From an optimization exercise on the open Yosys and OpenROAD flow, aimed at small area; shortcuts taken in it are not production practice. Only simulation tests tie the RTL to the original design; equivalence was not proved. No activity file was given, so power comes from the tool's default toggle rates.

## flow/design.v (module list and top-level ports; edited modules follow where they fit)
// module lk_hp_upd: 439 lines
// module lk_lp_upd: 425 lines
// module lk_mul_sat: 541 lines
// module lk_sub_sat: 79 lines
// module lk_add_sat: 65 lines
// module lk_neg_sat: 62 lines
// module lockin_top: 177 lines
module lockin_top (
    input  logic                  clk,
    input  logic                  rst,
    input  lockin_pkg::sample_t   i_in1,
    input  lockin_pkg::sample_t   i_in2,
    input  lockin_pkg::bus_word_t i_sys_addr,
    input  lockin_pkg::bus_word_t i_sys_wdata,
    input  logic                  i_sys_wen,
    input  logic                  i_sys_ren,
    output lockin_pkg::sample_t   o_out1,
    output lockin_pkg::sample_t   o_out2,
    output lockin_pkg::sample_t   o_osc1,
    output lockin_pkg::sample_t   o_osc2,
    output lockin_pkg::bus_word_t o_sys_rdata,
    output logic                  o_sys_err,
    output logic                  o_sys_ack
);
  // ...
==> flow/flow/run.sh <==
#!/bin/bash
# The standard layout with two changes:
#  - the port buffers are the smallest buffer cell (buf_1);
#  - ABC maps the logic with an area-oriented script (flow/abc_area.script,
#    amap with more area iterations instead of map, and no ABC buffering
#    or upsizing, which the layout repairs do instead). Everything else, registers included, is the
#    standard synthesis and flow: the ORFS scripts are copied unchanged and
#    only abc_area.script is replaced in the copy.
set -o pipefail
rm -rf scripts_area
cp -r "$FLOW_HOME/scripts" scripts_area
chmod -R u+w scripts_area
cp flow/abc_area.script scripts_area/abc_area.script
export BUFFER_PORTS_ARGS="-buffer_cell sky130_fd_sc_hd__buf_1"
bash standard.sh SCRIPTS_DIR="$PWD/scripts_area" finish 2>&1 | tee standard.log
==> flow/flow/abc_area.script <==
strash
dc2
dch
amap -F 8 -A 16
topo
stime -c
dnsize -c
==> flow/standard.sh <==
#!/bin/bash
# synth_recipe.tcl (not shown) runs the flow's synth.tcl, then flattens the netlist and writes it again
# the make line also repeats each setting of config.mk as NAME=value (left out here)
make -C /OpenROAD-flow-scripts/flow DESIGN_CONFIG=/design/flow/config.mk WORK_HOME=/design/flow/orfs CLKGATE_MAP_FILE= SYNTH_SCRIPT=/design/flow/synth_recipe.tcl "${@:-finish}"
==> flow/config.mk <==
export PLATFORM = sky130hd
export DESIGN_NAME = lockin_top
export DESIGN_NICKNAME = lockin_top
export VERILOG_FILES = /design/flow/design.v
export SDC_FILE = /design/flow/constraint.sdc
export NUM_CORES = 4
export LEC_CHECK = 0
export ABC_AREA = 1
export CAP_MARGIN = 20
export CORE_MARGIN = 2
export CORE_UTILIZATION = 60
export CTS_BUF_LIST = sky130_fd_sc_hd__clkbuf_8
export CTS_CLUSTER_DIAMETER = 60
export CTS_CLUSTER_SIZE = 12
export PLACE_DENSITY = 0.7
export SLEW_MARGIN = 20
==> flow/constraint.sdc <==
create_clock -name core_clock -period 10.5 [get_ports {clk}]
set_input_delay 2.1000 -clock core_clock [delete_from_list [all_inputs] [get_ports {clk}]]
set_output_delay 2.1000 -clock core_clock [all_outputs]
set_load 0.01 [all_outputs]
==> PnR_summary.wiki, run 1 <==
{| class="wikitable"
! Metric !! Value
|-
| Highest-delay cell along the critical path || fa_1
|-
| Top Family by Delay on Critical Path || simple AND/OR/NAND/NOR gates
|-
| Cell area after placement || 21820 sq um
|-
| DRC viols || 0
|-
| Data required, critical path || 11.00 ns
|-
| Max Transition Viols Final || 0
|-
| Largest net degree at the start of global routing || 132
|-
| Number of flops mapped to enable cells by yosys || 0
|-
| Net switching fraction of the power || 51.69%
|-
| Total via count after detailed routing || 21480
|-
| Total of cells resized after clock tree synthesis || 2
|-
| Total stage count of the critical path || 53
|-
| Result of the run || complete, no violations
|-
| Predominant post-synthesis flop cell || dfrtp_1
|-
| Top cell class by occupied area || multi-input gates
|-
| Layout clock buffer count || 30
|-
| Overflow left after global routing || 0
|-
| Worst setup slack before clock tree synthesis || -0.07667 ns
|-
| Average vias per placed instance || 7.147
|-
| Initial antenna violation count || 2
|-
| Critical Setup Path Class || register to register
|-
| DIE HEIGHT || 188.0 um
|-
| Most frequent standard cell in the layout excluding fill and tap cells || clkinv_1
|-
| Total standard cell area after synthesis || 20310 sq um
|-
| Leakage power total || 8.619 nW
|-
| Total global routing track utilization || 45.33%
|-
| Sequential element share of the synthesized area || 27.17%
|-
| Met3 Resource Use GR || 14.11%
|-
| Yosys warnings || 1
|-
| Period Utilization, post-route || 95.91%
|-
| Clk. pwr || 0.744 mW
|-
| Clock root buffer || clkbuf_8
|-
| First-pass GRT wire length || 121.3 mm
|-
| Multi-input logic cell count || 1729
|-
| Number of sinks on the clock net || 226
|-
| Clock input transition at the sequential cells of the worst setup and hold paths || 0.09 ns
|-
| Reg-to-reg setup timing slack || 0.43 ns
|-
| Insertion delay to the later sink of the worst-skew pair || 0.64 ns
|}
==> module lk_lp_upd, before the edit <==
module lk_lp_upd (
    input  logic [33:0] a,
    input  logic [13:0] x,
    input  logic [3:0]  s,
    output logic [33:0] y
);
    wire n0 = a[0] | a[1];
    wire n1 = a[2] | a[3];
    wire n2 = a[4] | a[5];
    wire n3 = a[6] | a[7];
    wire n4 = a[8] | a[9];
    wire n5 = a[10] | a[11];
    wire n6 = a[12] | a[13];
    wire n7 = a[14] | a[15];
    wire n8 = a[16] | a[17];
    wire n9 = a[18] | a[19];
    wire n10 = n0 | a[2];
    wire n11 = n0 | n1;
    wire n12 = n2 | a[6];
    wire n13 = n2 | n3;
    wire n14 = n4 | a[10];
    wire n15 = n4 | n5;
    wire n16 = n6 | a[14];
    wire n17 = n6 | n7;
    wire n18 = n8 | a[18];
    wire n19 = n8 | n9;
    wire n20 = n11 | a[4];
    wire n21 = n11 | n2;
    wire n22 = n11 | n12;
    wire n23 = n11 | n13;
    wire n24 = n15 | a[12];
    wire n25 = n15 | n6;
    wire n26 = n15 | n16;
    wire n27 = n15 | n17;
    wire n28 = n23 | a[8];
    wire n29 = n23 | n4;
    wire n30 = n23 | n14;
    wire n31 = n23 | n15;
    wire n32 = n23 | n24;
    wire n33 = n23 | n25;
    wire n34 = n23 | n26;
    wire n35 = n23 | n27;
    wire n36 = n35 | a[16];
    wire n37 = n35 | n8;
    wire n38 = n35 | n18;
    wire n39 = n35 | n19;
    wire n40 = a[1] ^ a[0];
    wire n41 = a[2] ^ n0;
    wire n42 = a[3] ^ n10;
    wire n43 = a[4] ^ n11;
    wire n44 = a[5] ^ n20;
    wire n45 = a[6] ^ n21;
    wire n46 = a[7] ^ n22;
    wire n47 = a[8] ^ n23;
    wire n48 = a[9] ^ n28;
    wire n49 = a[10] ^ n29;
    wire n50 = a[11] ^ n30;
    wire n51 = a[12] ^ n31;
    wire n52 = a[13] ^ n32;
    wire n53 = a[14] ^ n33;
    wire n54 = a[15] ^ n34;
    wire n55 = a[16] ^ n35;
    wire n56 = a[17] ^ n36;
    wire n57 = a[18] ^ n37;
    wire n58 = a[19] ^ n38;
    wire n59 = ~n39;
    wire n60 = ~a[20];
    wire n61 = ~a[21];
    wire n62 = ~a[22];
    wire n63 = ~a[23];
    wire n64 = ~a[24];
    wire n65 = ~a[25];
    wire n66 = ~a[26];
    wire n67 = ~a[27];
    wire n68 = ~a[28];
    wire n69 = ~a[29];
    wire n70 = ~a[30];
    wire n71 = ~a[31];
    wire n72 = ~a[32];
    wire n73 = ~a[33];
    wire s74 = x[0] ^ n60 ^ n59;
    wire c75 = (x[0] | n60) & (x[0] | n59) & (n60 | n59);
    wire s76 = x[1] ^ n61 ^ c75;
    wire c77 = (x[1] | n61) & (x[1] | c75) & (n61 | c75);
    wire s78 = x[2] ^ n62 ^ c77;
    wire c79 = (x[2] | n62) & (x[2] | c77) & (n62 | c77);
    wire s80 = x[3] ^ n63;
    wire c81 = x[3] & n63;
    wire s82 = x[4] ^ n64 ^ c81;
    wire c83 = (x[4] | n64) & (x[4] | c81) & (n64 | c81);
    wire s84 = x[5] ^ n65 ^ c83;
    wire c85 = (x[5] | n65) & (x[5] | c83) & (n65 | c83);
    wire n86 = s80 ^ c79;
    wire n87 = c79 & s80;
    wire n88 = s82 ^ n87;
    wire n89 = s80 & s82;
    wire n90 = c79 & n89;
    wire n91 = s84 ^ n90;
    wire n92 = n89 & s84;
    wire n93 = c79 & n92;
    wire n94 = c85 | n93;
    wire s95 = x[6] ^ n66;
    wire c96 = x[6] & n66;
    wire s97 = x[7] ^ n67 ^ c96;
    wire c98 = (x[7] | n67) & (x[7] | c96) & (n67 | c96);
    wire s99 = x[8] ^ n68 ^ c98;
    wire c100 = (x[8] | n68) & (x[8] | c98) & (n68 | c98);
    wire n101 = s95 ^ n94;
    wire n102 = n94 & s95;
    wire n103 = s97 ^ n102;
    wire n104 = s95 & s97;
    wire n105 = n94 & n104;
    wire n106 = s99 ^ n105;
    wire n107 = n104 & s99;
    wire n108 = n94 & n107;
    wire n109 = c100 | n108;
    wire s110 = x[9] ^ n69;
    wire c111 = x[9] & n69;
    wire s112 = x[10] ^ n70 ^ c111;
    wire c113 = (x[10] | n70) & (x[10] | c111) & (n70 | c111);
    wire s114 = x[11] ^ n71 ^ c113;
    wire c115 = (x[11] | n71) & (x[11] | c113) & (n71 | c113);
    wire n116 = s110 ^ n109;
    wire n117 = n109 & s110;
    wire n118 = s112 ^ n117;
    wire n119 = s110 & s112;
    wire n120 = n109 & n119;
    wire n121 = s114 ^ n120;
    wire n122 = n119 & s114;
    wire n123 = n109 & n122;
    wire n124 = c115 | n123;
    wire s125 = x[12] ^ n72;
    wire c126 = x[12] & n72;
    wire s127 = x[13] ^ n73 ^ c126;
    wire c128 = (x[13] | n73) & (x[13] | c126) & (n73 | c126);
    wire s129 = x[13] ^ n73 ^ c128;
    wire c130 = (x[13] | n73) & (x[13] | c128) & (n73 | c128);
    wire n131 = s125 ^ n124;
    wire n132 = n124 & s125;
    wire n133 = s127 ^ n132;
    wire n134 = s125 & s127;
    wire n135 = n124 & n134;
    wire n136 = s129 ^ n135;
    wire n137 = n134 & s129;
    wire n138 = n124 & n137;
    wire n139 = c130 | n138;
    wire n140 = s[0] ? n45 : n44;
    wire n141 = s[0] ? n46 : n45;
    wire n142 = s[0] ? n47 : n46;
    wire n143 = s[0] ? n48 : n47;
    wire n144 = s[0] ? n49 : n48;
    wire n145 = s[0] ? n50 : n49;
    wire n146 = s[0] ? n51 : n50;
    wire n147 = s[0] ? n52 : n51;
    wire n148 = s[0] ? n53 : n52;
    wire n149 = s[0] ? n54 : n53;
    wire n150 = s[0] ? n55 : n54;
    wire n151 = s[0] ? n56 : n55;
    wire n152 = s[0] ? n57 : n56;
    wire n153 = s[0] ? n58 : n57;
    wire n154 = s[0] ? s74 : n58;
    wire n155 = s[0] ? s76 : s74;
    wire n156 = s[0] ? s78 : s76;
    wire n157 = s[0] ? n86 : s78;
    wire n158 = s[0] ? n88 : n86;
    wire n159 = s[0] ? n91 : n88;
    wire n160 = s[0] ? n101 : n91;
    wire n161 = s[0] ? n103 : n101;
    wire n162 = s[0] ? n106 : n103;
    wire n163 = s[0] ? n116 : n106;
    wire n164 = s[0] ? n118 : n116;
    wire n165 = s[0] ? n121 : n118;
    wire n166 = s[0] ? n131 : n121;
    wire n167 = s[0] ? n133 : n131;
    wire n168 = s[0] ? n136 : n133;
    wire n169 = s[1] ? n142 : n140;
    wire n170 = s[1] ? n143 : n141;
    wire n171 = s[1] ? n144 : n142;
    wire n172 = s[1] ? n145 : n143;
    wire n173 = s[1] ? n146 : n144;
    wire n174 = s[1] ? n147 : n145;
    wire n175 = s[1] ? n148 : n146;
    wire n176 = s[1] ? n149 : n147;
    wire n177 = s[1] ? n150 : n148;
    wire n178 = s[1] ? n151 : n149;
    wire n179 = s[1] ? n152 : n150;
    wire n180 = s[1] ? n153 : n151;
    wire n181 = s[1] ? n154 : n152;
    wire n182 = s[1] ? n155 : n153;
    wire n183 = s[1] ? n156 : n154;
    wire n184 = s[1] ? n157 : n155;
    wire n185 = s[1] ? n158 : n156;
    wire n186 = s[1] ? n159 : n157;
    wire n187 = s[1] ? n160 : n158;
    wire n188 = s[1] ? n161 : n159;
    wire n189 = s[1] ? n162 : n160;
    wire n190 = s[1] ? n163 : n161;
    wire n191 = s[1] ? n164 : n162;
    wire n192 = s[1] ? n165 : n163;
    wire n193 = s[1] ? n166 : n164;
    wire n194 = s[1] ? n167 : n165;
    wire n195 = s[1] ? n168 : n166;
    wire n196 = s[1] ? n136 : n167;
    wire n197 = s[1] ? n136 : n168;
    wire n198 = s[2] ? n173 : n169;
    wire n199 = s[2] ? n174 : n170;
    wire n200 = s[2] ? n175 : n171;
    wire n201 = s[2] ? n176 : n172;
    wire n202 = s[2] ? n177 : n173;
    wire n203 = s[2] ? n178 : n174;
    wire n204 = s[2] ? n179 : n175;
    wire n205 = s[2] ? n180 : n176;
    wire n206 = s[2] ? n181 : n177;
    wire n207 = s[2] ? n182 : n178;
    wire n208 = s[2] ? n183 : n179;
    wire n209 = s[2] ? n184 : n180;
    wire n210 = s[2] ? n185 : n181;
    wire n211 = s[2] ? n186 : n182;
    wire n212 = s[2] ? n187 : n183;
    wire n213 = s[2] ? n188 : n184;
    wire n214 = s[2] ? n189 : n185;
    wire n215 = s[2] ? n190 : n186;
    wire n216 = s[2] ? n191 : n187;
    wire n217 = s[2] ? n192 : n188;
    wire n218 = s[2] ? n193 : n189;
    wire n219 = s[2] ? n194 : n190;
    wire n220 = s[2] ? n195 : n191;
    wire n221 = s[2] ? n196 : n192;
    wire n222 = s[2] ? n197 : n193;
    wire n223 = s[2] ? n136 : n194;
    wire n224 = s[2] ? n136 : n195;
    wire n225 = s[2] ? n136 : n196;
    wire n226 = s[2] ? n136 : n197;
    wire n227 = s[3] ? n206 : n198;
    wire n228 = s[3] ? n207 : n199;
    wire n229 = s[3] ? n208 : n200;
    wire n230 = s[3] ? n209 : n201;
    wire n231 = s[3] ? n210 : n202;
    wire n232 = s[3] ? n211 : n203;
    wire n233 = s[3] ? n212 : n204;
    wire n234 = s[3] ? n213 : n205;
    wire n235 = s[3] ? n214 : n206;
    wire n236 = s[3] ? n215 : n207;
    wire n237 = s[3] ? n216 : n208;
    wire n238 = s[3] ? n217 : n209;
    wire n239 = s[3] ? n218 : n210;
    wire n240 = s[3] ? n219 : n211;
    wire n241 = s[3] ? n220 : n212;
    wire n242 = s[3] ? n221 : n213;
    wire n243 = s[3] ? n222 : n214;
    wire n244 = s[3] ? n223 : n215;
    wire n245 = s[3] ? n224 : n216;
    wire n246 = s[3] ? n225 : n217;
    wire n247 = s[3] ? n226 : n218;
    wire n248 = s[3] ? n136 : n219;
    wire n249 = s[3] ? n136 : n220;
    wire n250 = s[3] ? n136 : n221;
    wire n251 = s[3] ? n136 : n222;
    wire n252 = s[3] ? n136 : n223;
    wire n253 = s[3] ? n136 : n224;
    wire n254 = s[3] ? n136 : n225;
    wire n255 = s[3] ? n136 : n226;
    wire s256 = a[0] ^ n227;
    wire c257 = a[0] & n227;
    wire s258 = a[1] ^ n228 ^ c257;
    wire c259 = (a[1] | n228) & (a[1] | c257) & (n228 | c257);
    wire s260 = a[2] ^ n229 ^ c259;
    wire c261 = (a[2] | n229) & (a[2] | c259) & (n229 | c259);
    wire s262 = a[3] ^ n230;
    wire c263 = a[3] & n230;
    wire s264 = a[4] ^ n231 ^ c263;
    wire c265 = (a[4] | n231) & (a[4] | c263) & (n231 | c263);
    wire s266 = a[5] ^ n232 ^ c265;
    wire c267 = (a[5] | n232) & (a[5] | c265) & (n232 | c265);
    wire s268 = a[6] ^ n233 ^ c267;
    wire c269 = (a[6] | n233) & (a[6] | c267) & (n233 | c267);
    wire n270 = s262 ^ c261;
    wire n271 = c261 & s262;
    wire n272 = s264 ^ n271;
    wire n273 = s262 & s264;
    wire n274 = c261 & n273;
    wire n275 = s266 ^ n274;
    wire n276 = n273 & s266;
    wire n277 = c261 & n276;
    wire n278 = s268 ^ n277;
    wire n279 = n276 & s268;
    wire n280 = c261 & n279;
    wire n281 = c269 | n280;
    wire s282 = a[7] ^ n234;
    wire c283 = a[7] & n234;
    wire s284 = a[8] ^ n235 ^ c283;
    wire c285 = (a[8] | n235) & (a[8] | c283) & (n235 | c283);
    wire s286 = a[9] ^ n236 ^ c285;
    wire c287 = (a[9] | n236) & (a[9] | c285) & (n236 | c285);
    wire s288 = a[10] ^ n237 ^ c287;
    wire c289 = (a[10] | n237) & (a[10] | c287) & (n237 | c287);
    wire n290 = s282 ^ n281;
    wire n291 = n281 & s282;
    wire n292 = s284 ^ n291;
    wire n293 = s282 & s284;
    wire n294 = n281 & n293;
    wire n295 = s286 ^ n294;
    wire n296 = n293 & s286;
    wire n297 = n281 & n296;
    wire n298 = s288 ^ n297;
    wire n299 = n296 & s288;
    wire n300 = n281 & n299;
    wire n301 = c289 | n300;
    wire s302 = a[11] ^ n238;
    wire c303 = a[11] & n238;
    wire s304 = a[12] ^ n239 ^ c303;
    wire c305 = (a[12] | n239) & (a[12] | c303) & (n239 | c303);
    wire s306 = a[13] ^ n240 ^ c305;
    wire c307 = (a[13] | n240) & (a[13] | c305) & (n240 | c305);
    wire s308 = a[14] ^ n241 ^ c307;
    wire c309 = (a[14] | n241) & (a[14] | c307) & (n241 | c307);
    wire n310 = s302 ^ n301;
    wire n311 = n301 & s302;
    wire n312 = s304 ^ n311;
    wire n313 = s302 & s304;
    wire n314 = n301 & n313;
    wire n315 = s306 ^ n314;
    wire n316 = n313 & s306;
    wire n317 = n301 & n316;
    wire n318 = s308 ^ n317;
    wire n319 = n316 & s308;
    wire n320 = n301 & n319;
    wire n321 = c309 | n320;
    wire s322 = a[15] ^ n242;
    wire c323 = a[15] & n242;
    wire s324 = a[16] ^ n243 ^ c323;
    wire c325 = (a[16] | n243) & (a[16] | c323) & (n243 | c323);
    wire s326 = a[17] ^ n244 ^ c325;
    wire c327 = (a[17] | n244) & (a[17] | c325) & (n244 | c325);
    wire s328 = a[18] ^ n245 ^ c327;
    wire c329 = (a[18] | n245) & (a[18] | c327) & (n245 | c327);
    wire n330 = s322 ^ n321;
    wire n331 = n321 & s322;
    wire n332 = s324 ^ n331;
    wire n333 = s322 & s324;
    wire n334 = n321 & n333;
    wire n335 = s326 ^ n334;
    wire n336 = n333 & s326;
    wire n337 = n321 & n336;
    wire n338 = s328 ^ n337;
    wire n339 = n336 & s328;
    wire n340 = n321 & n339;
    wire n341 = c329 | n340;
    wire s342 = a[19] ^ n246;
    wire c343 = a[19] & n246;
    wire s344 = a[20] ^ n247 ^ c343;
    wire c345 = (a[20] | n247) & (a[20] | c343) & (n247 | c343);
    wire s346 = a[21] ^ n248 ^ c345;
    wire c347 = (a[21] | n248) & (a[21] | c345) & (n248 | c345);
    wire s348 = a[22] ^ n249 ^ c347;
    wire c349 = (a[22] | n249) & (a[22] | c347) & (n249 | c347);
    wire s350 = a[23] ^ n250 ^ c349;
    wire c351 = (a[23] | n250) & (a[23] | c349) & (n250 | c349);
    wire n352 = s342 ^ n341;
    wire n353 = n341 & s342;
    wire n354 = s344 ^ n353;
    wire n355 = s342 & s344;
    wire n356 = n341 & n355;
    wire n357 = s346 ^ n356;
    wire n358 = n355 & s346;
    wire n359 = n341 & n358;
    wire n360 = s348 ^ n359;
    wire n361 = n358 & s348;
    wire n362 = n341 & n361;
    wire n363 = s350 ^ n362;
    wire n364 = n361 & s350;
    wire n365 = n341 & n364;
    wire n366 = c351 | n365;
    wire s367 = a[24] ^ n251;
    wire c368 = a[24] & n251;
    wire s369 = a[25] ^ n252 ^ c368;
    wire c370 = (a[25] | n252) & (a[25] | c368) & (n252 | c368);
    wire s371 = a[26] ^ n253 ^ c370;
    wire c372 = (a[26] | n253) & (a[26] | c370) & (n253 | c370);
    wire s373 = a[27] ^ n254 ^ c372;
    wire c374 = (a[27] | n254) & (a[27] | c372) & (n254 | c372);
    wire s375 = a[28] ^ n255 ^ c374;
    wire c376 = (a[28] | n255) & (a[28] | c374) & (n255 | c374);
    wire n377 = s367 ^ n366;
    wire n378 = n366 & s367;
    wire n379 = s369 ^ n378;
    wire n380 = s367 & s369;
    wire n381 = n366 & n380;
    wire n382 = s371 ^ n381;
    wire n383 = n380 & s371;
    wire n384 = n366 & n383;
    wire n385 = s373 ^ n384;
    wire n386 = n383 & s373;
    wire n387 = n366 & n386;
    wire n388 = s375 ^ n387;
    wire n389 = n386 & s375;
    wire n390 = n366 & n389;
    wire n391 = c376 | n390;
    wire s392 = a[29] ^ n136;
    wire c393 = a[29] & n136;
    wire s394 = a[30] ^ n136 ^ c393;
    wire c395 = (a[30] | n136) & (a[30] | c393) & (n136 | c393);
    wire s396 = a[31] ^ n136 ^ c395;
    wire c397 = (a[31] | n136) & (a[31] | c395) & (n136 | c395);
    wire s398 = a[32] ^ n136 ^ c397;
    wire c399 = (a[32] | n136) & (a[32] | c397) & (n136 | c397);
    wire s400 = a[33] ^ n136 ^ c399;
    wire c401 = (a[33] | n136) & (a[33] | c399) & (n136 | c399);
    wire n402 = s392 ^ n391;
    wire n403 = n391 & s392;
    wire n404 = s394 ^ n403;
    wire n405 = s392 & s394;
    wire n406 = n391 & n405;
    wire n407 = s396 ^ n406;
    wire n408 = n405 & s396;
    wire n409 = n391 & n408;
    wire n410 = s398 ^ n409;
    wire n411 = n408 & s398;
    wire n412 = n391 & n411;
    wire n413 = s400 ^ n412;
    wire n414 = n411 & s400;
    wire n415 = n391 & n414;
    wire n416 = c401 | n415;
    assign y = {n413, n410, n407, n404, n402, n388, n385, n382, n379, n377, n363, n360, n357, n354, n352, n338, n335, n332, n330, n318, n315, n312, n310, n298, n295, n292, n290, n278, n275, n272, n270, s260, s258, s256};
endmodule
==> run 2, diff against run 1 <==
--- a/flow/design.v
+++ b/flow/design.v
@@ -556,110 +556,110 @@
     wire n71 = ~a[31];
     wire n72 = ~a[32];
     wire n73 = ~a[33];
-    wire s74 = x[0] ^ n60 ^ n59;
-    wire c75 = (x[0] | n60) & (x[0] | n59) & (n60 | n59);
+    wire s74 = x[0] ^ n60;
+    wire c75 = x[0] & n60;
     wire s76 = x[1] ^ n61 ^ c75;
     wire c77 = (x[1] | n61) & (x[1] | c75) & (n61 | c75);
     wire s78 = x[2] ^ n62 ^ c77;
     wire c79 = (x[2] | n62) & (x[2] | c77) & (n62 | c77);
-    wire s80 = x[3] ^ n63;
-    wire c81 = x[3] & n63;
-    wire s82 = x[4] ^ n64 ^ c81;
-    wire c83 = (x[4] | n64) & (x[4] | c81) & (n64 | c81);
-    wire s84 = x[5] ^ n65 ^ c83;
-    wire c85 = (x[5] | n65) & (x[5] | c83) & (n65 | c83);
-    wire n86 = s80 ^ c79;
-    wire n87 = c79 & s80;
-    wire n88 = s82 ^ n87;
-    wire n89 = s80 & s82;
-    wire n90 = c79 & n89;
-    wire n91 = s84 ^ n90;
-    wire n92 = n89 & s84;
-    wire n93 = c79 & n92;
-    wire n94 = c85 | n93;
-    wire s95 = x[6] ^ n66;
-    wire c96 = x[6] & n66;
-    wire s97 = x[7] ^ n67 ^ c96;
-    wire c98 = (x[7] | n67) & (x[7] | c96) & (n67 | c96);
-    wire s99 = x[8] ^ n68 ^ c98;
-    wire c100 = (x[8] | n68) & (x[8] | c98) & (n68 | c98);
-    wire n101 = s95 ^ n94;
-    wire n102 = n94 & s95;
-    wire n103 = s97 ^ n102;
-    wire n104 = s95 & s97;
-    wire n105 = n94 & n104;
-    wire n106 = s99 ^ n105;
-    wire n107 = n104 & s99;
-    wire n108 = n94 & n107;
-    wire n109 = c100 | n108;
-    wire s110 = x[9] ^ n69;
-    wire c111 = x[9] & n69;
-    wire s112 = x[10] ^ n70 ^ c111;
-    wire c113 = (x[10] | n70) & (x[10] | c111) & (n70 | c111);
-    wire s114 = x[11] ^ n71 ^ c113;
-    wire c115 = (x[11] | n71) & (x[11] | c113) & (n71 | c113);
-    wire n116 = s110 ^ n109;
-    wire n117 = n109 & s110;
-    wire n118 = s112 ^ n117;
-    wire n119 = s110 & s112;
-    wire n120 = n109 & n119;
-    wire n121 = s114 ^ n120;
-    wire n122 = n119 & s114;
-    wire n123 = n109 & n122;
-    wire n124 = c115 | n123;
-    wire s125 = x[12] ^ n72;
-    wire c126 = x[12] & n72;
-    wire s127 = x[13] ^ n73 ^ c126;
-    wire c128 = (x[13] | n73) & (x[13] | c126) & (n73 | c126);
-    wire s129 = x[13] ^ n73 ^ c128;
-    wire c130 = (x[13] | n73) & (x[13] | c128) & (n73 | c128);
-    wire n131 = s125 ^ n124;
-    wire n132 = n124 & s125;
-    wire n133 = s127 ^ n132;
-    wire n134 = s125 & s127;
-    wire n135 = n124 & n134;
-    wire n136 = s129 ^ n135;
-    wire n137 = n134 & s129;
-    wire n138 = n124 & n137;
-    wire n139 = c130 | n138;
-    wire n140 = s[0] ? n45 : n44;
-    wire n141 = s[0] ? n46 : n45;
-    wire n142 = s[0] ? n47 : n46;
-    wire n143 = s[0] ? n48 : n47;
-    wire n144 = s[0] ? n49 : n48;
-    wire n145 = s[0] ? n50 : n49;
-    wire n146 = s[0] ? n51 : n50;
-    wire n147 = s[0] ? n52 : n51;
-    wire n148 = s[0] ? n53 : n52;
-    wire n149 = s[0] ? n54 : n53;
-    wire n150 = s[0] ? n55 : n54;
-    wire n151 = s[0] ? n56 : n55;
-    wire n152 = s[0] ? n57 : n56;
-    wire n153 = s[0] ? n58 : n57;
-    wire n154 = s[0] ? s74 : n58;
-    wire n155 = s[0] ? s76 : s74;
-    wire n156 = s[0] ? s78 : s76;
-    wire n157 = s[0] ? n86 : s78;
-    wire n158 = s[0] ? n88 : n86;
-    wire n159 = s[0] ? n91 : n88;
-    wire n160 = s[0] ? n101 : n91;
-    wire n161 = s[0] ? n103 : n101;
-    wire n162 = s[0] ? n106 : n103;
-    wire n163 = s[0] ? n116 : n106;
-    wire n164 = s[0] ? n118 : n116;
-    wire n165 = s[0] ? n121 : n118;
-    wire n166 = s[0] ? n131 : n121;
-    wire n167 = s[0] ? n133 : n131;
-    wire n168 = s[0] ? n136 : n133;
-    wire n169 = s[1] ? n142 : n140;
-    wire n170 = s[1] ? n143 : n141;
-    wire n171 = s[1] ? n144 : n142;
-    wire n172 = s[1] ? n145 : n143;
-    wire n173 = s[1] ? n146 : n144;
-    wire n174 = s[1] ? n147 : n145;
-    wire n175 = s[1] ? n148 : n146;
-    wire n176 = s[1] ? n149 : n147;
-    wire n177 = s[1] ? n150 : n148;
+    wire n80 = s74 ^ n59;
+    wire n81 = n59 & s74;
+    wire n82 = s76 ^ n81;
+    wire n83 = s74 & s76;
+    wire n84 = n59 & n83;
+    wire n85 = s78 ^ n84;
+    wire n86 = n83 & s78;
+    wire n87 = n59 & n86;
+    wire n88 = c79 | n87;
+    wire s89 = x[3] ^ n63;
+    wire c90 = x[3] & n63;
+    wire s91 = x[4] ^ n64 ^ c90;
+    wire c92 = (x[4] | n64) & (x[4] | c90) & (n64 | c90);
+    wire s93 = x[5] ^ n65 ^ c92;
+    wire c94 = (x[5] | n65) & (x[5] | c92) & (n65 | c92);
+    wire n95 = s89 ^ n88;
+    wire n96 = n88 & s89;
+    wire n97 = s91 ^ n96;
+    wire n98 = s89 & s91;
+    wire n99 = n88 & n98;
+    wire n100 = s93 ^ n99;
+    wire n101 = n98 & s93;
+    wire n102 = n88 & n101;
+    wire n103 = c94 | n102;
+    wire s104 = x[6] ^ n66;
+    wire c105 = x[6] & n66;
+    wire s106 = x[7] ^ n67 ^ c105;
+    wire c107 = (x[7] | n67) & (x[7] | c105) & (n67 | c105);
+    wire s108 = x[8] ^ n68 ^ c107;
+    wire c109 = (x[8] | n68) & (x[8] | c107) & (n68 | c107);
+    wire n110 = s104 ^ n103;
+    wire n111 = n103 & s104;
+    wire n112 = s106 ^ n111;
+    wire n113 = s104 & s106;
+    wire n114 = n103 & n113;
+    wire n115 = s108 ^ n114;
+    wire n116 = n113 & s108;
+    wire n117 = n103 & n116;
+    wire n118 = c109 | n117;
+    wire s119 = x[9] ^ n69;
+    wire c120 = x[9] & n69;
+    wire s121 = x[10] ^ n70 ^ c120;
+    wire c122 = (x[10] | n70) & (x[10] | c120) & (n70 | c120);
+    wire s123 = x[11] ^ n71 ^ c122;
+    wire c124 = (x[11] | n71) & (x[11] | c122) & (n71 | c122);
+    wire n125 = s119 ^ n118;
+    wire n126 = n118 & s119;
+    wire n127 = s121 ^ n126;
+    wire n128 = s119 & s121;
+    wire n129 = n118 & n128;
+    wire n130 = s123 ^ n129;
+    wire n131 = n128 & s123;
+    wire n132 = n118 & n131;
+    wire n133 = c124 | n132;
+    wire s134 = x[12] ^ n72;
+    wire c135 = x[12] & n72;
+    wire s136 = x[13] ^ n73 ^ c135;
+    wire c137 = (x[13] | n73) & (x[13] | c135) & (n73 | c135);
+    wire s138 = x[13] ^ n73 ^ c137;
+    wire c139 = (x[13] | n73) & (x[13] | c137) & (n73 | c137);
+    wire n140 = s134 ^ n133;
+    wire n141 = n133 & s134;
+    wire n142 = s136 ^ n141;
+    wire n143 = s134 & s136;
+    wire n144 = n133 & n143;
+    wire n145 = s138 ^ n144;
+    wire n146 = n143 & s138;
+    wire n147 = n133 & n146;
+    wire n148 = c139 | n147;
+    wire n149 = s[0] ? n45 : n44;
+    wire n150 = s[0] ? n46 : n45;
+    wire n151 = s[0] ? n47 : n46;
+    wire n152 = s[0] ? n48 : n47;
+    wire n153 = s[0] ? n49 : n48;
+    wire n154 = s[0] ? n50 : n49;
+    wire n155 = s[0] ? n51 : n50;
+    wire n156 = s[0] ? n52 : n51;
+    wire n157 = s[0] ? n53 : n52;
+    wire n158 = s[0] ? n54 : n53;
+    wire n159 = s[0] ? n55 : n54;
+    wire n160 = s[0] ? n56 : n55;
+    wire n161 = s[0] ? n57 : n56;
+    wire n162 = s[0] ? n58 : n57;
+    wire n163 = s[0] ? n80 : n58;
+    wire n164 = s[0] ? n82 : n80;
+    wire n165 = s[0] ? n85 : n82;
+    wire n166 = s[0] ? n95 : n85;
+    wire n167 = s[0] ? n97 : n95;
+    wire n168 = s[0] ? n100 : n97;
+    wire n169 = s[0] ? n110 : n100;
+    wire n170 = s[0] ? n112 : n110;
+    wire n171 = s[0] ? n115 : n112;
+    wire n172 = s[0] ? n125 : n115;
+    wire n173 = s[0] ? n127 : n125;
+    wire n174 = s[0] ? n130 : n127;
+    wire n175 = s[0] ? n140 : n130;
+    wire n176 = s[0] ? n142 : n140;
+    wire n177 = s[0] ? n145 : n142;
     wire n178 = s[1] ? n151 : n149;
     wire n179 = s[1] ? n152 : n150;
     wire n180 = s[1] ? n153 : n151;
@@ -678,17 +678,17 @@
     wire n193 = s[1] ? n166 : n164;
     wire n194 = s[1] ? n167 : n165;
     wire n195 = s[1] ? n168 : n166;
-    wire n196 = s[1] ? n136 : n167;
-    wire n197 = s[1] ? n136 : n168;
-    wire n198 = s[2] ? n173 : n169;
-    wire n199 = s[2] ? n174 : n170;
-    wire n200 = s[2] ? n175 : n171;
-    wire n201 = s[2] ? n176 : n172;
-    wire n202 = s[2] ? n177 : n173;
-    wire n203 = s[2] ? n178 : n174;
-    wire n204 = s[2] ? n179 : n175;
-    wire n205 = s[2] ? n180 : n176;
-    wire n206 = s[2] ? n181 : n177;
+    wire n196 = s[1] ? n169 : n167;
+    wire n197 = s[1] ? n170 : n168;
+    wire n198 = s[1] ? n171 : n169;
+    wire n199 = s[1] ? n172 : n170;
+    wire n200 = s[1] ? n173 : n171;
+    wire n201 = s[1] ? n174 : n172;
+    wire n202 = s[1] ? n175 : n173;
+    wire n203 = s[1] ? n176 : n174;
+    wire n204 = s[1] ? n177 : n175;
+    wire n205 = s[1] ? n145 : n176;
+    wire n206 = s[1] ? n145 : n177;
     wire n207 = s[2] ? n182 : n178;
     wire n208 = s[2] ? n183 : n179;
     wire n209 = s[2] ? n184 : n180;
@@ -705,19 +705,19 @@
     wire n220 = s[2] ? n195 : n191;
     wire n221 = s[2] ? n196 : n192;
     wire n222 = s[2] ? n197 : n193;
-    wire n223 = s[2] ? n136 : n194;
-    wire n224 = s[2] ? n136 : n195;
-    wire n225 = s[2] ? n136 : n196;
-    wire n226 = s[2] ? n136 : n197;
-    wire n227 = s[3] ? n206 : n198;
-    wire n228 = s[3] ? n207 : n199;
-    wire n229 = s[3] ? n208 : n200;
-    wire n230 = s[3] ? n209 : n201;
-    wire n231 = s[3] ? n210 : n202;
-    wire n232 = s[3] ? n211 : n203;
-    wire n233 = s[3] ? n212 : n204;
-    wire n234 = s[3] ? n213 : n205;
-    wire n235 = s[3] ? n214 : n206;
+    wire n223 = s[2] ? n198 : n194;
+    wire n224 = s[2] ? n199 : n195;
+    wire n225 = s[2] ? n200 : n196;
+    wire n226 = s[2] ? n201 : n197;
+    wire n227 = s[2] ? n202 : n198;
+    wire n228 = s[2] ? n203 : n199;
+    wire n229 = s[2] ? n204 : n200;
+    wire n230 = s[2] ? n205 : n201;
+    wire n231 = s[2] ? n206 : n202;
+    wire n232 = s[2] ? n145 : n203;
+    wire n233 = s[2] ? n145 : n204;
+    wire n234 = s[2] ? n145 : n205;
+    wire n235 = s[2] ? n145 : n206;
     wire n236 = s[3] ? n215 : n207;
     wire n237 = s[3] ? n216 : n208;
     wire n238 = s[3] ? n217 : n209;
@@ -730,176 +730,185 @@
     wire n245 = s[3] ? n224 : n216;
     wire n246 = s[3] ? n225 : n217;
     wire n247 = s[3] ? n226 : n218;
-    wire n248 = s[3] ? n136 : n219;
-    wire n249 = s[3] ? n136 : n220;
-    wire n250 = s[3] ? n136 : n221;
-    wire n251 = s[3] ? n136 : n222;
-    wire n252 = s[3] ? n136 : n223;
-    wire n253 = s[3] ? n136 : n224;
-    wire n254 = s[3] ? n136 : n225;
-    wire n255 = s[3] ? n136 : n226;
-    wire s256 = a[0] ^ n227;
-    wire c257 = a[0] & n227;
-    wire s258 = a[1] ^ n228 ^ c257;
-    wire c259 = (a[1] | n228) & (a[1] | c257) & (n228 | c257);
-    wire s260 = a[2] ^ n229 ^ c259;
-    wire c261 = (a[2] | n229) & (a[2] | c259) & (n229 | c259);
-    wire s262 = a[3] ^ n230;
-    wire c263 = a[3] & n230;
-    wire s264 = a[4] ^ n231 ^ c263;
-    wire c265 = (a[4] | n231) & (a[4] | c263) & (n231 | c263);
-    wire s266 = a[5] ^ n232 ^ c265;
-    wire c267 = (a[5] | n232) & (a[5] | c265) & (n232 | c265);
-    wire s268 = a[6] ^ n233 ^ c267;
-    wire c269 = (a[6] | n233) & (a[6] | c267) & (n233 | c267);
-    wire n270 = s262 ^ c261;
-    wire n271 = c261 & s262;
-    wire n272 = s264 ^ n271;
-    wire n273 = s262 & s264;
-    wire n274 = c261 & n273;
-    wire n275 = s266 ^ n274;
-    wire n276 = n273 & s266;
-    wire n277 = c261 & n276;
-    wire n278 = s268 ^ n277;
-    wire n279 = n276 & s268;
-    wire n280 = c261 & n279;
-    wire n281 = c269 | n280;
-    wire s282 = a[7] ^ n234;
-    wire c283 = a[7] & n234;
-    wire s284 = a[8] ^ n235 ^ c283;
-    wire c285 = (a[8] | n235) & (a[8] | c283) & (n235 | c283);
-    wire s286 = a[9] ^ n236 ^ c285;
-    wire c287 = (a[9] | n236) & (a[9] | c285) & (n236 | c285);
-    wire s288 = a[10] ^ n237 ^ c287;
-    wire c289 = (a[10] | n237) & (a[10] | c287) & (n237 | c287);
-    wire n290 = s282 ^ n281;
-    wire n291 = n281 & s282;
-    wire n292 = s284 ^ n291;
-    wire n293 = s282 & s284;
-    wire n294 = n281 & n293;
-    wire n295 = s286 ^ n294;
-    wire n296 = n293 & s286;
-    wire n297 = n281 & n296;
-    wire n298 = s288 ^ n297;
-    wire n299 = n296 & s288;
-    wire n300 = n281 & n299;
-    wire n301 = c289 | n300;
-    wire s302 = a[11] ^ n238;
-    wire c303 = a[11] & n238;
-    wire s304 = a[12] ^ n239 ^ c303;
-    wire c305 = (a[12] | n239) & (a[12] | c303) & (n239 | c303);
-    wire s306 = a[13] ^ n240 ^ c305;
-    wire c307 = (a[13] | n240) & (a[13] | c305) & (n240 | c305);
-    wire s308 = a[14] ^ n241 ^ c307;
-    wire c309 = (a[14] | n241) & (a[14] | c307) & (n241 | c307);
-    wire n310 = s302 ^ n301;
-    wire n311 = n301 & s302;
-    wire n312 = s304 ^ n311;
-    wire n313 = s302 & s304;
-    wire n314 = n301 & n313;
-    wire n315 = s306 ^ n314;
-    wire n316 = n313 & s306;
-    wire n317 = n301 & n316;
-    wire n318 = s308 ^ n317;
-    wire n319 = n316 & s308;
-    wire n320 = n301 & n319;
-    wire n321 = c309 | n320;
-    wire s322 = a[15] ^ n242;
-    wire c323 = a[15] & n242;
-    wire s324 = a[16] ^ n243 ^ c323;
-    wire c325 = (a[16] | n243) & (a[16] | c323) & (n243 | c323);
-    wire s326 = a[17] ^ n244 ^ c325;
-    wire c327 = (a[17] | n244) & (a[17] | c325) & (n244 | c325);
-    wire s328 = a[18] ^ n245 ^ c327;
-    wire c329 = (a[18] | n245) & (a[18] | c327) & (n245 | c327);
-    wire n330 = s322 ^ n321;
-    wire n331 = n321 & s322;
-    wire n332 = s324 ^ n331;
-    wire n333 = s322 & s324;
-    wire n334 = n321 & n333;
-    wire n335 = s326 ^ n334;
-    wire n336 = n333 & s326;
-    wire n337 = n321 & n336;
-    wire n338 = s328 ^ n337;
-    wire n339 = n336 & s328;
-    wire n340 = n321 & n339;
-    wire n341 = c329 | n340;
-    wire s342 = a[19] ^ n246;
-    wire c343 = a[19] & n246;
-    wire s344 = a[20] ^ n247 ^ c343;
-    wire c345 = (a[20] | n247) & (a[20] | c343) & (n247 | c343);
-    wire s346 = a[21] ^ n248 ^ c345;
-    wire c347 = (a[21] | n248) & (a[21] | c345) & (n248 | c345);
-    wire s348 = a[22] ^ n249 ^ c347;
-    wire c349 = (a[22] | n249) & (a[22] | c347) & (n249 | c347);
-    wire s350 = a[23] ^ n250 ^ c349;
-    wire c351 = (a[23] | n250) & (a[23] | c349) & (n250 | c349);
-    wire n352 = s342 ^ n341;
-    wire n353 = n341 & s342;
-    wire n354 = s344 ^ n353;
-    wire n355 = s342 & s344;
-    wire n356 = n341 & n355;
-    wire n357 = s346 ^ n356;
-    wire n358 = n355 & s346;
-    wire n359 = n341 & n358;
-    wire n360 = s348 ^ n359;
-    wire n361 = n358 & s348;
-    wire n362 = n341 & n361;
-    wire n363 = s350 ^ n362;
-    wire n364 = n361 & s350;
-    wire n365 = n341 & n364;
-    wire n366 = c351 | n365;
-    wire s367 = a[24] ^ n251;
-    wire c368 = a[24] & n251;
-    wire s369 = a[25] ^ n252 ^ c368;
-    wire c370 = (a[25] | n252) & (a[25] | c368) & (n252 | c368);
-    wire s371 = a[26] ^ n253 ^ c370;
-    wire c372 = (a[26] | n253) & (a[26] | c370) & (n253 | c370);
-    wire s373 = a[27] ^ n254 ^ c372;
-    wire c374 = (a[27] | n254) & (a[27] | c372) & (n254 | c372);
-    wire s375 = a[28] ^ n255 ^ c374;
-    wire c376 = (a[28] | n255) & (a[28] | c374) & (n255 | c374);
-    wire n377 = s367 ^ n366;
-    wire n378 = n366 & s367;
-    wire n379 = s369 ^ n378;
-    wire n380 = s367 & s369;
-    wire n381 = n366 & n380;
-    wire n382 = s371 ^ n381;
-    wire n383 = n380 & s371;
-    wire n384 = n366 & n383;
-    wire n385 = s373 ^ n384;
-    wire n386 = n383 & s373;
-    wire n387 = n366 & n386;
-    wire n388 = s375 ^ n387;
-    wire n389 = n386 & s375;
-    wire n390 = n366 & n389;
-    wire n391 = c376 | n390;
-    wire s392 = a[29] ^ n136;
-    wire c393 = a[29] & n136;
-    wire s394 = a[30] ^ n136 ^ c393;
-    wire c395 = (a[30] | n136) & (a[30] | c393) & (n136 | c393);
-    wire s396 = a[31] ^ n136 ^ c395;
-    wire c397 = (a[31] | n136) & (a[31] | c395) & (n136 | c395);
-    wire s398 = a[32] ^ n136 ^ c397;
-    wire c399 = (a[32] | n136) & (a[32] | c397) & (n136 | c397);
-    wire s400 = a[33] ^ n136 ^ c399;
-    wire c401 = (a[33] | n136) & (a[33] | c399) & (n136 | c399);
-    wire n402 = s392 ^ n391;
-    wire n403 = n391 & s392;
-    wire n404 = s394 ^ n403;
-    wire n405 = s392 & s394;
-    wire n406 = n391 & n405;
-    wire n407 = s396 ^ n406;
-    wire n408 = n405 & s396;
-    wire n409 = n391 & n408;
-    wire n410 = s398 ^ n409;
-    wire n411 = n408 & s398;
-    wire n412 = n391 & n411;
-    wire n413 = s400 ^ n412;
-    wire n414 = n411 & s400;
-    wire n415 = n391 & n414;
-    wire n416 = c401 | n415;
-    assign y = {n413, n410, n407, n404, n402, n388, n385, n382, n379, n377, n363, n360, n357, n354, n352, n338, n335, n332, n330, n318, n315, n312, n310, n298, n295, n292, n290, n278, n275, n272, n270, s260, s258, s256};
+    wire n248 = s[3] ? n227 : n219;
+    wire n249 = s[3] ? n228 : n220;
+    wire n250 = s[3] ? n229 : n221;
+    wire n251 = s[3] ? n230 : n222;
+    wire n252 = s[3] ? n231 : n223;
+    wire n253 = s[3] ? n232 : n224;
+    wire n254 = s[3] ? n233 : n225;
+    wire n255 = s[3] ? n234 : n226;
+    wire n256 = s[3] ? n235 : n227;
+    wire n257 = s[3] ? n145 : n228;
+    wire n258 = s[3] ? n145 : n229;
+    wire n259 = s[3] ? n145 : n230;
+    wire n260 = s[3] ? n145 : n231;
+    wire n261 = s[3] ? n145 : n232;
+    wire n262 = s[3] ? n145 : n233;
+    wire n263 = s[3] ? n145 : n234;
+    wire n264 = s[3] ? n145 : n235;
+    wire s265 = a[0] ^ n236;
+    wire c266 = a[0] & n236;
+    wire s267 = a[1] ^ n237 ^ c266;
+    wire c268 = (a[1] | n237) & (a[1] | c266) & (n237 | c266);
+    wire s269 = a[2] ^ n238 ^ c268;
+    wire c270 = (a[2] | n238) & (a[2] | c268) & (n238 | c268);
+    wire s271 = a[3] ^ n239;
+    wire c272 = a[3] & n239;
+    wire s273 = a[4] ^ n240 ^ c272;
+    wire c274 = (a[4] | n240) & (a[4] | c272) & (n240 | c272);
+    wire s275 = a[5] ^ n241 ^ c274;
+    wire c276 = (a[5] | n241) & (a[5] | c274) & (n241 | c274);
+    wire s277 = a[6] ^ n242 ^ c276;
+    wire c278 = (a[6] | n242) & (a[6] | c276) & (n242 | c276);
+    wire n279 = s271 ^ c270;
+    wire n280 = c270 & s271;
+    wire n281 = s273 ^ n280;
+    wire n282 = s271 & s273;
+    wire n283 = c270 & n282;
+    wire n284 = s275 ^ n283;
+    wire n285 = n282 & s275;
+    wire n286 = c270 & n285;
+    wire n287 = s277 ^ n286;
+    wire n288 = n285 & s277;
+    wire n289 = c270 & n288;
+    wire n290 = c278 | n289;
+    wire s291 = a[7] ^ n243;
+    wire c292 = a[7] & n243;
+    wire s293 = a[8] ^ n244 ^ c292;
+    wire c294 = (a[8] | n244) & (a[8] | c292) & (n244 | c292);
+    wire s295 = a[9] ^ n245 ^ c294;
+    wire c296 = (a[9] | n245) & (a[9] | c294) & (n245 | c294);
+    wire s297 = a[10] ^ n246 ^ c296;
+    wire c298 = (a[10] | n246) & (a[10] | c296) & (n246 | c296);
+    wire n299 = s291 ^ n290;
+    wire n300 = n290 & s291;
+    wire n301 = s293 ^ n300;
+    wire n302 = s291 & s293;
+    wire n303 = n290 & n302;
+    wire n304 = s295 ^ n303;
+    wire n305 = n302 & s295;
+    wire n306 = n290 & n305;
+    wire n307 = s297 ^ n306;
+    wire n308 = n305 & s297;
+    wire n309 = n290 & n308;
+    wire n310 = c298 | n309;
+    wire s311 = a[11] ^ n247;
+    wire c312 = a[11] & n247;
+    wire s313 = a[12] ^ n248 ^ c312;
+    wire c314 = (a[12] | n248) & (a[12] | c312) & (n248 | c312);
+    wire s315 = a[13] ^ n249 ^ c314;
+    wire c316 = (a[13] | n249) & (a[13] | c314) & (n249 | c314);
+    wire s317 = a[14] ^ n250 ^ c316;
+    wire c318 = (a[14] | n250) & (a[14] | c316) & (n250 | c316);
+    wire n319 = s311 ^ n310;
+    wire n320 = n310 & s311;
+    wire n321 = s313 ^ n320;
+    wire n322 = s311 & s313;
+    wire n323 = n310 & n322;
+    wire n324 = s315 ^ n323;
+    wire n325 = n322 & s315;
+    wire n326 = n310 & n325;
+    wire n327 = s317 ^ n326;
+    wire n328 = n325 & s317;
+    wire n329 = n310 & n328;
+    wire n330 = c318 | n329;
+    wire s331 = a[15] ^ n251;
+    wire c332 = a[15] & n251;
+    wire s333 = a[16] ^ n252 ^ c332;
+    wire c334 = (a[16] | n252) & (a[16] | c332) & (n252 | c332);
+    wire s335 = a[17] ^ n253 ^ c334;
+    wire c336 = (a[17] | n253) & (a[17] | c334) & (n253 | c334);
+    wire s337 = a[18] ^ n254 ^ c336;
+    wire c338 = (a[18] | n254) & (a[18] | c336) & (n254 | c336);
+    wire n339 = s331 ^ n330;
+    wire n340 = n330 & s331;
+    wire n341 = s333 ^ n340;
+    wire n342 = s331 & s333;
+    wire n343 = n330 & n342;
+    wire n344 = s335 ^ n343;
+    wire n345 = n342 & s335;
+    wire n346 = n330 & n345;
+    wire n347 = s337 ^ n346;
+    wire n348 = n345 & s337;
+    wire n349 = n330 & n348;
+    wire n350 = c338 | n349;
+    wire s351 = a[19] ^ n255;
+    wire c352 = a[19] & n255;
+    wire s353 = a[20] ^ n256 ^ c352;
+    wire c354 = (a[20] | n256) & (a[20] | c352) & (n256 | c352);
+    wire s355 = a[21] ^ n257 ^ c354;
+    wire c356 = (a[21] | n257) & (a[21] | c354) & (n257 | c354);
+    wire s357 = a[22] ^ n258 ^ c356;
+    wire c358 = (a[22] | n258) & (a[22] | c356) & (n258 | c356);
+    wire s359 = a[23] ^ n259 ^ c358;
+    wire c360 = (a[23] | n259) & (a[23] | c358) & (n259 | c358);
+    wire n361 = s351 ^ n350;
+    wire n362 = n350 & s351;
+    wire n363 = s353 ^ n362;
+    wire n364 = s351 & s353;
+    wire n365 = n350 & n364;
+    wire n366 = s355 ^ n365;
+    wire n367 = n364 & s355;
+    wire n368 = n350 & n367;
+    wire n369 = s357 ^ n368;
+    wire n370 = n367 & s357;
+    wire n371 = n350 & n370;
+    wire n372 = s359 ^ n371;
+    wire n373 = n370 & s359;
+    wire n374 = n350 & n373;
+    wire n375 = c360 | n374;
+    wire s376 = a[24] ^ n260;
+    wire c377 = a[24] & n260;
+    wire s378 = a[25] ^ n261 ^ c377;
+    wire c379 = (a[25] | n261) & (a[25] | c377) & (n261 | c377);
+    wire s380 = a[26] ^ n262 ^ c379;
+    wire c381 = (a[26] | n262) & (a[26] | c379) & (n262 | c379);
+    wire s382 = a[27] ^ n263 ^ c381;
+    wire c383 = (a[27] | n263) & (a[27] | c381) & (n263 | c381);
+    wire s384 = a[28] ^ n264 ^ c383;
+    wire c385 = (a[28] | n264) & (a[28] | c383) & (n264 | c383);
+    wire n386 = s376 ^ n375;
+    wire n387 = n375 & s376;
+    wire n388 = s378 ^ n387;
+    wire n389 = s376 & s378;
+    wire n390 = n375 & n389;
+    wire n391 = s380 ^ n390;
+    wire n392 = n389 & s380;
+    wire n393 = n375 & n392;
+    wire n394 = s382 ^ n393;
+    wire n395 = n392 & s382;
+    wire n396 = n375 & n395;
+    wire n397 = s384 ^ n396;
+    wire n398 = n395 & s384;
+    wire n399 = n375 & n398;
+    wire n400 = c385 | n399;
+    wire s401 = a[29] ^ n145;
+    wire c402 = a[29] & n145;
+    wire s403 = a[30] ^ n145 ^ c402;
+    wire c404 = (a[30] | n145) & (a[30] | c402) & (n145 | c402);
+    wire s405 = a[31] ^ n145 ^ c404;
+    wire c406 = (a[31] | n145) & (a[31] | c404) & (n145 | c404);
+    wire s407 = a[32] ^ n145 ^ c406;
+    wire c408 = (a[32] | n145) & (a[32] | c406) & (n145 | c406);
+    wire s409 = a[33] ^ n145 ^ c408;
+    wire c410 = (a[33] | n145) & (a[33] | c408) & (n145 | c408);
+    wire n411 = s401 ^ n400;
+    wire n412 = n400 & s401;
+    wire n413 = s403 ^ n412;
+    wire n414 = s401 & s403;
+    wire n415 = n400 & n414;
+    wire n416 = s405 ^ n415;
+    wire n417 = n414 & s405;
+    wire n418 = n400 & n417;
+    wire n419 = s407 ^ n418;
+    wire n420 = n417 & s407;
+    wire n421 = n400 & n420;
+    wire n422 = s409 ^ n421;
+    wire n423 = n420 & s409;
+    wire n424 = n400 & n423;
+    wire n425 = c410 | n424;
+    assign y = {n422, n419, n416, n413, n411, n397, n394, n391, n388, n386, n372, n369, n366, n363, n361, n347, n344, n341, n339, n327, n324, n321, n319, n307, n304, n301, n299, n287, n284, n281, n279, s269, s267, s265};
 endmodule
 module lk_mul_sat (
     input  logic [13:0] a,
==> flow/flow/abc_area.script (replaced) <==
strash
dc2
dch -x
amap -F 8 -A 16
topo
stime -c
dnsize -c
==> run 2 against run 1 <==
Against the previous run: register-to-register slack better by 0.04 ns; sequential share of layout area is essentially flat; routed wire length rose by 3.3%; cell count is 0.80% lower; worst setup slack better by 0.043 ns; highest routed layer unchanged; still clean on timing, DRC and antenna.
==> PnR_summary.wiki, run 2 <==
{| class="wikitable"
! Metric !! Value
|-
| Type of the most critical hold path || register to register
|-
| Dominant combinational cell family by area after synthesis || compound AO/OA/AOI/OAI gates
|-
| Reg-to-reg setup timing slack || 0.47 ns (+0.04 ns)
|-
| Largest net degree at the start of global routing || 132 (unchanged)
|-
| Number of flops mapped to enable cells by yosys || 0 (unchanged)
|-
| Sequential cell area || 5519 sq um
|-
| Area contributors post-synth || dfrtp_1, fa_1, o22ai_1
|-
| Result of the run || complete, no violations
|-
| Hpwl dp || 63.00 mm
|-
| Overflow left after global routing || 0 (unchanged)
|-
| DRC viols || 0 (unchanged)
|-
| Top-Level Pins || 186
|-
| Die W || 187.9 um
|-
| Worst path max stage delay || 0.50 ns
|-
| Number of global-route vias before repair || 21160
|-
| Area share of and/or/nand/nor cells after synthesis || 10.97%
|-
| Maximum fanout encountered on the critical timing path || 4
|-
| CP endpoint kind || register
|-
| Rel. slew slack || 24.39%
|-
| Deepest level of the CTS H-tree || 1
|-
| Clock input transition at the sequential cells of the worst setup and hold paths || 0.09 ns (about the same)
|-
| Internal Pwr Total || 3.038 mW
|-
| Average cell area after synthesis || 8.974 sq um
|-
| Total die area || 35320 sq um
|-
| Most frequent standard cell in the layout excluding fill and tap cells || clkinv_1
|-
| Average vias per placed instance || 7.223 (+1.1%)
|-
| Worst Path Arrival || 10.57 ns
|-
| Post-synth cell types || 48
|-
| Critical path launch point type || register
|-
| Max clock buf depth || 3
|-
| Number of sinks on the clock net || 226 (unchanged)
|-
| Initial antenna violation count || 3 (+1)
|-
| Pwr/cell area || 260.6 nW/um^2
|-
| Area share of xor/xnor cells in the synthesized design || 0%
|-
| Post-DRT Antenna Nets || 0
|-
| Fraction of final layout cells sized beyond drive strength 1 || 5.338%
|-
| Area of the core region || 33450 sq um
|-
| Finished Layout Cells || 2981
|-
| Post-route worst hold slack || 0.4310 ns
|-
| Logic gate share of total power || 66.1%
|-
| Total net switching power || 2.852 mW
|-
| Number of flip-flops and latches in the synthesized netlist || 226
|-
| Mux contribution to synthesized area || 0%
|-
| Net switching fraction of the power || 48.42% (-3.3 points)
|-
| Synth Area in Adders || 23.10%
|-
| Sequential element share of the synthesized area || 27.18% (about the same)
|-
| Synth-to-layout area growth || 11.33%
|-
| Insertion delay to the later sink of the worst-skew pair || 0.62 ns (-0.02 ns)
|-
| First-pass GRT wire length || 126.4 mm (+4.2%)
|-
| Worst slew pin tran || 1.134 ns
|-
| VDD IR max || 0.3973 mV
|-
| Sequential group share of total power || 21.9%
|-
| Routability Congestion || 1.086
|-
| Critical Setup Path Class || register to register
|-
| Final Hold Viols || 0
|-
| Synthesized-area fraction occupied by ao, oa, aoi and oai cells || 32.20%
|-
| Placed Cells incl. Taps || 2923
|-
| Number of port buffers || 172
|-
| Total global routing track utilization || 47.34% (+2.0 points)
|-
| Total standard cell area after synthesis || 20300 sq um (about the same)
|-
| Max Transition Viols Final || 0 (unchanged)
|-
| Clock network power share || 12.0%
|-
| Initial Util || 60.69%
|-
| Clock root buffer || clkbuf_8
|-
| Setup-failing EPs final || 0
|-
| Setup tns final || 0 ns
|-
| Async SR Flop Fraction || 87.61%
|-
| Most used cells in the layout excluding fill and tap cells || clkinv_1, o22ai_1, dfrtp_1, nor2_1, o21ai_0
|-
| Multi-input gate area in the final layout || 13580 sq um
|-
| Largest registers || hacc (34), lacc (34)
|-
| Total via count after detailed routing || 21530 (+0.26%)
|-
| Timing-limited maximum frequency || 99.72 MHz
|-
| First DRT Iteration DRCs || 3822
|-
| Inserted Clock Buffers || 27
|-
| Highest-delay cell along the critical path || fa_1
|-
| Most common cell type on the critical path || nand2_1
|-
| Proportion of netlist area held by the largest area contributor || 24.16%
|-
| Clock tree skew after final layout || 0.03328 ns
|-
| Count of fill cells added during filler insertion || 2688
|-
| Post-Synthesis Cells || 2262
|-
| Data required, critical path || 11.04 ns (+0.04 ns)
|-
| Yosys top cell by area || dfrtp_1
|-
| First drt pass iteration count || 13
|-
| Commonest cells in the synthesized netlist || clkinv_1, o22ai_1, dfrtp_1, nor2_1, o21ai_0
|-
| CTS tree || built
|-
| Total detailed-routing wirelength || 83.76 mm
|-
| Period Utilization, post-route || 95.50% (-0.41 points)
|-
| Row count || 67
|-
| Final Net Count || 2877
|-
| Syn Nets || 2629
|-
| Maximum capacitance violations || 0
|-
| DIE HEIGHT || 187.9 um (about the same)
|-
| Wire length per cell after detailed routing || 28.10 um
|-
| Minimum period implied by the final worst setup slack || 10.03 ns
|-
| Leakage power total || 8.776 nW (+1.8%)
|-
| Most repeated cell in the gate-level netlist after synthesis || clkinv_1
|-
| Yosys warnings || 1 (unchanged)
|-
| Predominant post-synthesis flop cell || dfrtp_1
|}
[run 2: cell types whose count changed in the layout (fill, tap and decap cells not counted), moves of 10 or more]
cell	before	now
o21ai_0	201	179
a21oi_1	133	112
o22ai_1	228	218
a222oi_1	39	65
nand2_1	111	124
o22a_1	137	148
a221oi_1	52	37
[run 2: critical path, delay by kind of cell, from the launching register on]
kind | cells | cell delay, ns
buf+inv | 5 | 0.42
flops | 1 | 0.40
fa+ha+maj | 5 | 1.74
simple gates | 36 | 5.58
compound gates | 10 | 1.75
[run 2: repair_timing]
| action | 4_1_cts | 5_1_grt |
|---|---|---|
| pin swaps | 0 | 6 |
| setup endpoints to repair | 2 | 7 |
| resized for setup | 4 | 21 |
| hold buffers | 0 | 0 |
| setup buffers | 0 | 4 |
[run 2: layout make-up]
cell class | instances | share of cell area (%)
flip-flops and latches | 226 | 24.42
well taps | 448 | 2.480
multi-input cells | 1703 | 60.11
inverters | 314 | 5.248
clock buffers | 30 | 1.827
diodes | 4 | 0.04429
clock inverters | 18 | 0.7751
repair buffers | 238 | 5.099
[run 2: power by group through the flow]
stage	Sequential, mW	Combinational, mW	Clock, mW
2_1_floorplan	1.20	2.84	0
3_3_place_gp	1.28	3.58	0
3_5_place_dp	1.28	3.79	0
4_1_cts	1.27	3.83	0.708
5_1_grt	1.29	4.42	0.744
6_report	1.29	3.89	0.710
[run 2: routing by layer]
| metal | wire length, um | vias to the layer above | GRT usage [%] |
|---|---|---|---|
| li1 | - | 9115 | - |
| met1 | 29550 | 10190 | 59.42 |
| met2 | 36130 | 1732 | 72.24 |
| met3 | 11560 | 491 | 14.75 |
| met4 | 6487 | 2 | 27.95 |
| met5 | 36 | - | 0 |
[run 2: cell families (layout without fill, tap and decap cells)]
family                     Yosys count  after routing
AOI/OAI and AO/OA                  940            940
adders and majority gates          271            271
buffers and inverters              333            600
DFF                                226            226
other                                2              6
and+or+nand+nor                    490            490
[run 2: final timing paths]
kind                              start          to  depth (start not counted)
worst max register to register  lacc[1]    lacc[33]                         56
worst max-delay path            lacc[1]    lacc[33]                         56
worst min-delay path              hpd_q        hb_q                          0
worst min register to register    hpd_q        hb_q                          0
min in group asynchronous           rst    hpt_q[3]                          2
max in group asynchronous           rst  o_osc2[12]                          3
[run 2: through the flow]
step           power [mW]  setup slack (ns)  area [sq um]  util (%)
2_1_floorplan       4.038             1.131         20300         -
3_3_place_gp        4.857            0.2758         21840     65.29
3_5_place_dp        5.073          -0.08053         21840     65.29
4_1_cts             5.799           0.01591         22450     67.10
5_1_grt             6.459         -0.005008         22590     67.54
6_report            5.890            0.4722         22600     67.57

## re-timing with driven ports
The results above use ideal ports. As a check the final layouts listed here were re-extracted and re-timed, cells and wires unchanged. Step 1 (the two cells are an assumption about what drives the block):
set clk [get_ports {clk}]
set_driving_cell -lib_cell sky130_fd_sc_hd__clkbuf_16 $clk
set_driving_cell -lib_cell sky130_fd_sc_hd__buf_2 [delete_from_list [all_inputs] $clk]
Step 2, shift: input delay + t, output delay - t, t = (earliest + latest rising clock arrival at the registers) / 2. This alone moves slack from input paths to output paths. a / b / c = ideal ports / drivers / drivers and shift; a / b = the first two.
| run | t (ns) | setup slack, ns | worst slew at a driven data input, ns |
|---|---|---|---|
| run 1 | 0.676 | 0.430 / 0.430 / 0.430 | 0.09 |
| run 2 | 0.654 | 0.472 / 0.472 / 0.472 | 0.09 |
After both steps setup and hold are still met in every run listed.
